What follows belongs to an exercise in optimizing a design on an open flow for small area; a production flow would make more cautious choices.
The RTL was checked by simulation tests, not by an equivalence proof against the original design.
Power and IR drop assume default switching activity.

File: flow/config.mk
export PLATFORM = sky130hd
export DESIGN_NAME = mips_multicycle_core
export DESIGN_NICKNAME = mips_multicycle_core
export VERILOG_FILES = /design/flow/design.v
export SDC_FILE = /design/flow/constraint.sdc
export NUM_CORES = 4
export LEC_CHECK = 0
export CAP_MARGIN = 20
export CORE_MARGIN = 2
export CORE_UTILIZATION = 40
export SLEW_MARGIN = 20
File: flow/design.v
module mips_multicycle_core #(
  parameter int unsigned ADDR_W   = 10,
  parameter logic [31:0] RESET_PC = 32'h0000_0000,
  parameter int unsigned CNT_W    = 32
) (
  input  logic              clk,
  input  logic              rst,
  output logic              mem_req,
  output logic              mem_we,
  output logic [ADDR_W-1:0] mem_addr,
  output logic [31:0]       mem_wdata,
  input  logic [31:0]       mem_rdata,
  input  logic              mem_ready,
  input  logic [4:0]        dbg_reg_addr,
  output logic [31:0]       dbg_reg_data,
  output logic [31:0]       pc_out,
  output logic              halted,
  output logic [CNT_W-1:0]  instr_count
);
  localparam bit EXT_OPS = 1'b0;
  localparam logic [5:0] OP_RTYPE = 6'h00, OP_J   = 6'h02, OP_BEQ = 6'h04, OP_BNE = 6'h05;
  localparam logic [5:0] OP_ADDI  = 6'h08, OP_ORI = 6'h0D, OP_LW  = 6'h23, OP_SW  = 6'h2B;
  localparam logic [5:0] FN_ADD = 6'h20, FN_SUB = 6'h22, FN_AND = 6'h24;
  localparam logic [5:0] FN_OR  = 6'h25, FN_NOR = 6'h27, FN_SLT = 6'h2A;
  typedef enum logic [3:0] {
    S_FETCH, S_DECODE, S_MEMADR, S_MEMRD, S_MEMWB, S_MEMWR, S_EXEC,
    S_ALUWB, S_ADDIEX, S_ADDIWB, S_BRANCH, S_JUMP, S_HALT
  } state_t;
  state_t           state, state_next;
  logic [31:0]      pc, ir, a, b, alu_out, mdr;
  logic [31:0]      rf [32];
  logic [CNT_W-1:0] cnt;
  logic [5:0]  opcode, funct;
  logic [4:0]  rs, rt, rd;
  logic [31:0] imm_sext, imm_zext;
  logic [31:0] alu_r, imm_r;
  logic        branch_taken, retire, rf_we;
  logic [4:0]  rf_waddr;
  logic [31:0] rf_wdata;
  assign opcode   = ir[31:26];
  assign rs       = ir[25:21];
  assign rt       = ir[20:16];
  assign rd       = ir[15:11];
  assign funct    = ir[5:0];
  assign imm_sext = {{16{ir[15]}}, ir[15:0]};
  assign imm_zext = {16'h0000, ir[15:0]};
  function automatic logic funct_legal(input logic [5:0] f);
    case (f)
      FN_ADD, FN_SUB, FN_AND, FN_OR, FN_SLT: funct_legal = 1'b1;
      FN_NOR:  funct_legal = EXT_OPS;
      default: funct_legal = 1'b0;
    endcase
  endfunction
  always_comb begin
    case (funct)
      FN_SUB:  alu_r = a - b;
      FN_AND:  alu_r = a & b;
      FN_OR:   alu_r = a | b;
      FN_NOR:  alu_r = ~(a | b);
      FN_SLT:  alu_r = {31'b0, $signed(a) < $signed(b)};
      default: alu_r = a + b;
    endcase
  end
  assign imm_r        = (EXT_OPS && opcode == OP_ORI) ? (a | imm_zext) : (a + imm_sext);
  assign branch_taken = (EXT_OPS && opcode == OP_BNE) ? (a != b) : (a == b);
  always_ff @(posedge clk) begin
    if (rst) state <= S_FETCH;
    else     state <= state_next;
  end
  always_comb begin
    state_next = state;
    retire     = 1'b0;
    case (state)
      S_FETCH:  if (mem_ready) state_next = S_DECODE;
      S_DECODE: begin
        case (opcode)
          OP_RTYPE:     state_next = funct_legal(funct) ? S_EXEC : S_HALT;
          OP_LW, OP_SW: state_next = S_MEMADR;
          OP_ADDI:      state_next = S_ADDIEX;
          OP_ORI:       state_next = EXT_OPS ? S_ADDIEX : S_HALT;
          OP_BEQ:       state_next = S_BRANCH;
          OP_BNE:       state_next = EXT_OPS ? S_BRANCH : S_HALT;
          OP_J:         state_next = S_JUMP;
          default:      state_next = S_HALT;
        endcase
      end
      S_MEMADR: state_next = (opcode == OP_LW) ? S_MEMRD : S_MEMWR;
      S_MEMRD:  if (mem_ready) state_next = S_MEMWB;
      S_MEMWR:  if (mem_ready) begin
        retire     = 1'b1;
        state_next = S_FETCH;
      end
      S_EXEC:   state_next = S_ALUWB;
      S_ADDIEX: state_next = S_ADDIWB;
      S_MEMWB, S_ALUWB, S_ADDIWB, S_BRANCH, S_JUMP: begin
        retire     = 1'b1;
        state_next = S_FETCH;
      end
      S_HALT:   state_next = S_HALT;
      default:  state_next = S_FETCH;
    endcase
  end
  always_comb begin
    rf_we    = 1'b0;
    rf_waddr = rt;
    rf_wdata = alu_out;
    case (state)
      S_MEMWB:  begin rf_we = 1'b1; rf_wdata = mdr; end
      S_ALUWB:  begin rf_we = 1'b1; rf_waddr = rd; end
      S_ADDIWB: rf_we = 1'b1;
      default:  rf_we = 1'b0;
    endcase
  end
  always_ff @(posedge clk) begin
    if (rst) begin
      pc      <= RESET_PC;
      ir      <= '0;
      a       <= '0;
      b       <= '0;
      alu_out <= '0;
      mdr     <= '0;
      cnt     <= '0;
      for (int i = 0; i < 32; i++) rf[i] <= '0;
    end else begin
      case (state)
        S_FETCH:  if (mem_ready) begin
          ir <= mem_rdata;
          pc <= pc + 32'd4;
        end
        S_DECODE: begin
          a       <= rf[rs];
          b       <= rf[rt];
          alu_out <= pc + {imm_sext[29:0], 2'b00};
        end
        S_MEMADR: alu_out <= a + imm_sext;
        S_MEMRD:  if (mem_ready) mdr <= mem_rdata;
        S_EXEC:   alu_out <= alu_r;
        S_ADDIEX: alu_out <= imm_r;
        S_BRANCH: if (branch_taken) pc <= alu_out;
        S_JUMP:   pc <= {pc[31:28], ir[25:0], 2'b00};
        default:  ;
      endcase
      if (rf_we && rf_waddr != 5'd0) rf[rf_waddr] <= rf_wdata;
      if (retire) cnt <= cnt + CNT_W'(1);
    end
  end
  assign mem_req      = (state == S_FETCH) || (state == S_MEMRD) || (state == S_MEMWR);
  assign mem_we       = (state == S_MEMWR);
  assign mem_addr     = (state == S_FETCH) ? pc[ADDR_W+1:2] : alu_out[ADDR_W+1:2];
  assign mem_wdata    = b;
  assign dbg_reg_data = (dbg_reg_addr == 5'd0) ? 32'd0 : rf[dbg_reg_addr];
  assign pc_out       = pc;
  assign halted       = (state == S_HALT);
  assign instr_count  = cnt;
endmodule
File: flow/run.sh
#!/bin/bash
# synth_recipe.tcl (not shown) runs the flow's synth.tcl, then flattens the netlist and writes it again
# the make line also repeats each setting of config.mk as NAME=value (left out here)
make -C /OpenROAD-flow-scripts/flow DESIGN_CONFIG=/design/flow/config.mk WORK_HOME=/design/flow/orfs CLKGATE_MAP_FILE= SYNTH_SCRIPT=/design/flow/synth_recipe.tcl finish
File: flow/constraint.sdc
create_clock -name core_clock -period 10.0 [get_ports {clk}]
set_input_delay 2.0000 -clock core_clock [delete_from_list [all_inputs] [get_ports {clk}]]
set_output_delay 2.0000 -clock core_clock [all_outputs]
set_load 0.01 [all_outputs]
==> flow_summary.json <==
{
  "status": "timing/DRC/antenna clean",
  "core_um2": 193000,
  "vias": 58700,
  "power_leakage_nw": 28.1,
  "area_delta_synth_final_pct": 12.1,
  "yosys-top-cells-area": "edfxtp_1 (40%), mux4_2 (28%), nor2_1 (6.4%)",
  "postCtsHoldBufs": 0,
  "whs_path_depth": 2,
  "die_h_um": 445,
  "setup-tns-final_ns": 0,
  "avgRoutedWirePerCell_um": 35.5,
  "final_common_cell": "nor2_1",
  "slew_headroom": 0.229,
  "syn_area_per_cell_um2": 12.8,
  "syn-instance-count": 6050,
  "cts_buffers": 142,
  "grt_first_pass_wirelength_um": 431000,
  "synthDominantCellAreaShare": 0.396,
  "crit_type": "in -> out",
  "cts_buffer_depth": 3,
  "place_ws_ns": 2.42,
  "finClkSkew_ns": 0.0292,
  "fill_cells": 17100,
  "hold_class": "reg -> reg",
  "crit_arrival_ns": 5.55,
  "grt_pass1_vias": 56700,
  "reg2regPathDepth": 8,
  "grt_start_max_net_pins": 131,
  "synth-edff-count": 1024,
  "mostFrequentLayoutCells": "nor2_1 (1313), edfxtp_1 (1024), mux4_2 (960)",
  "grt_setup_unrepaired": "no",
  "p_per_area_nw_per_um2": 231,
  "drtPass1Iterations": 6,
  "cp.required_ns": 8.00,
  "clk_latency_ns": 0.82,
  "start_kind": "input port",
  "dp_hpwl_um": 186000,
  "endpoint_kind": "primary output",
  "cts_setup_buffers": 0,
  "fin_crit_sh": 0.755,
  "synth_top_area_cell": "edfxtp_1",
  "syn_area_um2": 77700,
  "drive_gt1_frac": 0.251,
  "dr.first_iter.drc_count": 9726,
  "tritoncts": "done",
  "grt_usage": 0.307,
  "p_total_w": 0.0201,
  "place_congestion": 0.965,
  "io_pins": 181,
  "fp.dieW_um": 445,
  "cts_resized": 0,
  "ir_drop_mv": 0.192,
  "overflow": 0,
  "die-area_um2": 198000,
  "cap_violations": 0,
  "antenna_found_initial": 9,
  "initial_utilization": 0.403,
  "std_cell_rows": 161,
  "ant_nets": 0,
  "routed_wl_um": 307000,
  "cts-htree-levels": 4,
  "fmax_ghz": 0.132,
  "layout.nets": 6204,
  "setup_slack_ns": 2.45,
  "crit_path_max_fanout": 67,
  "cts_sinks": 1252,
  "yosysSeqAreaShare": 0.454,
  "worst_pin_slew_ns": 1.16,
  "hold_viol": 0,
  "ys.flop_type": "edfxtp_1",
  "min_period_ns": 7.55,
  "synth_cell_types": 103,
  "port_buffers": 180,
  "path_clk_slew_ns": 0.06,
  "synth-seq-cells": 1252,
  "setup_violations": 0,
  "async_reset_ff_frac": 0,
  "synth-warning-count": 1,
  "cts-root-buf": "clkbuf_16",
  "final_max_slew_viol_count": 0,
  "viasPerCell": 6.79,
  "post-route-drc-count": 0
}
-- report_power, final --
group / switching [W] / internal (W) / leakage [nW] / total [W]
sequential: 0.000742 / 0.00601 / 12.4 / 0.00675
clock: 0.00231 / 0.00313 / 2.30 / 0.00544
combinational: 0.00481 / 0.00313 / 13.4 / 0.00795
-- flip-flops by register name, indices dropped and copies added, names as in the netlist --
register and flops:
b 32, cnt 32, state 4, alu_out 32, pc 32, mdr 32
ir 32, a 32, rf 1024
-- metrics by stage --
stage	utilization	cells	area [um^2]	hold WS, ns
final	0.452	8644	87100	0.468
after global routing	0.452	8644	87100	0.495
after floorplan	-	6081	77900	0.436
after detailed placement	0.427	8378	82200	0.459
after global placement	0.426	8377	82200	0.452
after CTS	0.451	8637	87000	0.468
-- worst max-delay path: stages --
cell and delay, ns:
buf_8 0.39, buf_12 0.50, mux4_2 0.59, mux4_2 0.46, mux2i_1 0.78, nor2_1 0.10
clkdlybuf4s50_1 0.52
-- path summary, 6_finish.rpt --
path	startpoint	to	slack, ns
setup / recovery	dbg_reg_addr[0]	dbg_reg_data[0]	2.45
hold / removal	mdr[30]	mdr[30]	0.47
setup reg to reg	state[2]	rf[11][22]	4.46
hold reg to reg	mdr[30]	mdr[30]	0.47
-- per-layer routing --
| layer | up-vias | wire length, um | track usage | part of all wire |
|---|---|---|---|---|
| li1 | 23300 | - | - | - |
| met1 | 29800 | 109000 | 0.401 | 0.36 |
| met2 | 4678 | 136000 | 0.463 | 0.44 |
| met3 | 922 | 42600 | 0.0927 | 0.14 |
| met4 | 8 | 18800 | 0.159 | 0.061 |
| met5 | - | 51 | 0 | 0.00017 |
-- cells by family after synthesis --
kind of cell | count (synthesis) | synth area share
flip-flops | 1252 | 0.454
multiplexers | 1114 | 0.298
buffers and inverters | 691 | 0.0367
AND/OR/NAND/NOR | 1877 | 0.0996
AO/OA/AOI/OAI | 825 | 0.0703
XOR/XNOR | 128 | 0.0144
other | 1 | 0.0000482
adder cells (fa/ha/maj) | 162 | 0.0265
-- cell usage after synthesis, drive strengths merged, types with 9 or more instances --
cell type	count
nor2	1320
xor2	50
edfxtp	1024
a21oi	266
or3	10
nor3	48
mux2	12
nor4	11
a21o	33
buf	166
nand3	44
a22o	17
inv	122
dfxtp	228
o21bai	20
nand2	285
a221oi	29
o21a	14
a211oi	104
nand2b	53
and3	31
o22ai	9
a22oi	38
ha	158
xnor2	78
clkbuf	403
mux2i	142
o211ai	17
mux4	960
nor2b	23
nand4	15
o31ai	10
a31oi	20
o21ai	164
-- final cells by class --
type                    count  area [um^2]  share of cell area
diodes                      1         2.50           0.0000287
clock buffers             172         3740              0.0429
clock inverters            87          985              0.0113
inverters                 122          458             0.00526
multi-input cells        4138        40100               0.461
flip-flops and latches   1252        35400               0.406
well taps                2526         3160              0.0363
repair buffers            346         3270              0.0375

## afterwards: timing with drivers on the ports
Ports are ideal in the flow. The routed layout listed here was re-timed in OpenROAD.
Step 1 assumes that a clkbuf_16 drives the clock port and a buf_2 every other input.
Step 2 adds t to the input delays and takes it off the output delays; t is the mean of the earliest and latest rising clock arrival at the registers after step 1. Input paths then give back, and output paths get back, about the clock's delay inside the block.
Slacks: ideal ports / drivers / drivers and shift; pairs: ideal ports / drivers.
t (ns): 0.887
setup WS [ns]: 2.450 / 2.389 / 2.389
worst hold slack (ns): 0.468 / 0.468 / 0.468
latest minus earliest clock arrival (ns): 0.034 / 0.035
After both steps setup and hold are still met in this run. The setup slack of this run moves by -0.061 ns with the drivers and by -0.061 ns with both steps.
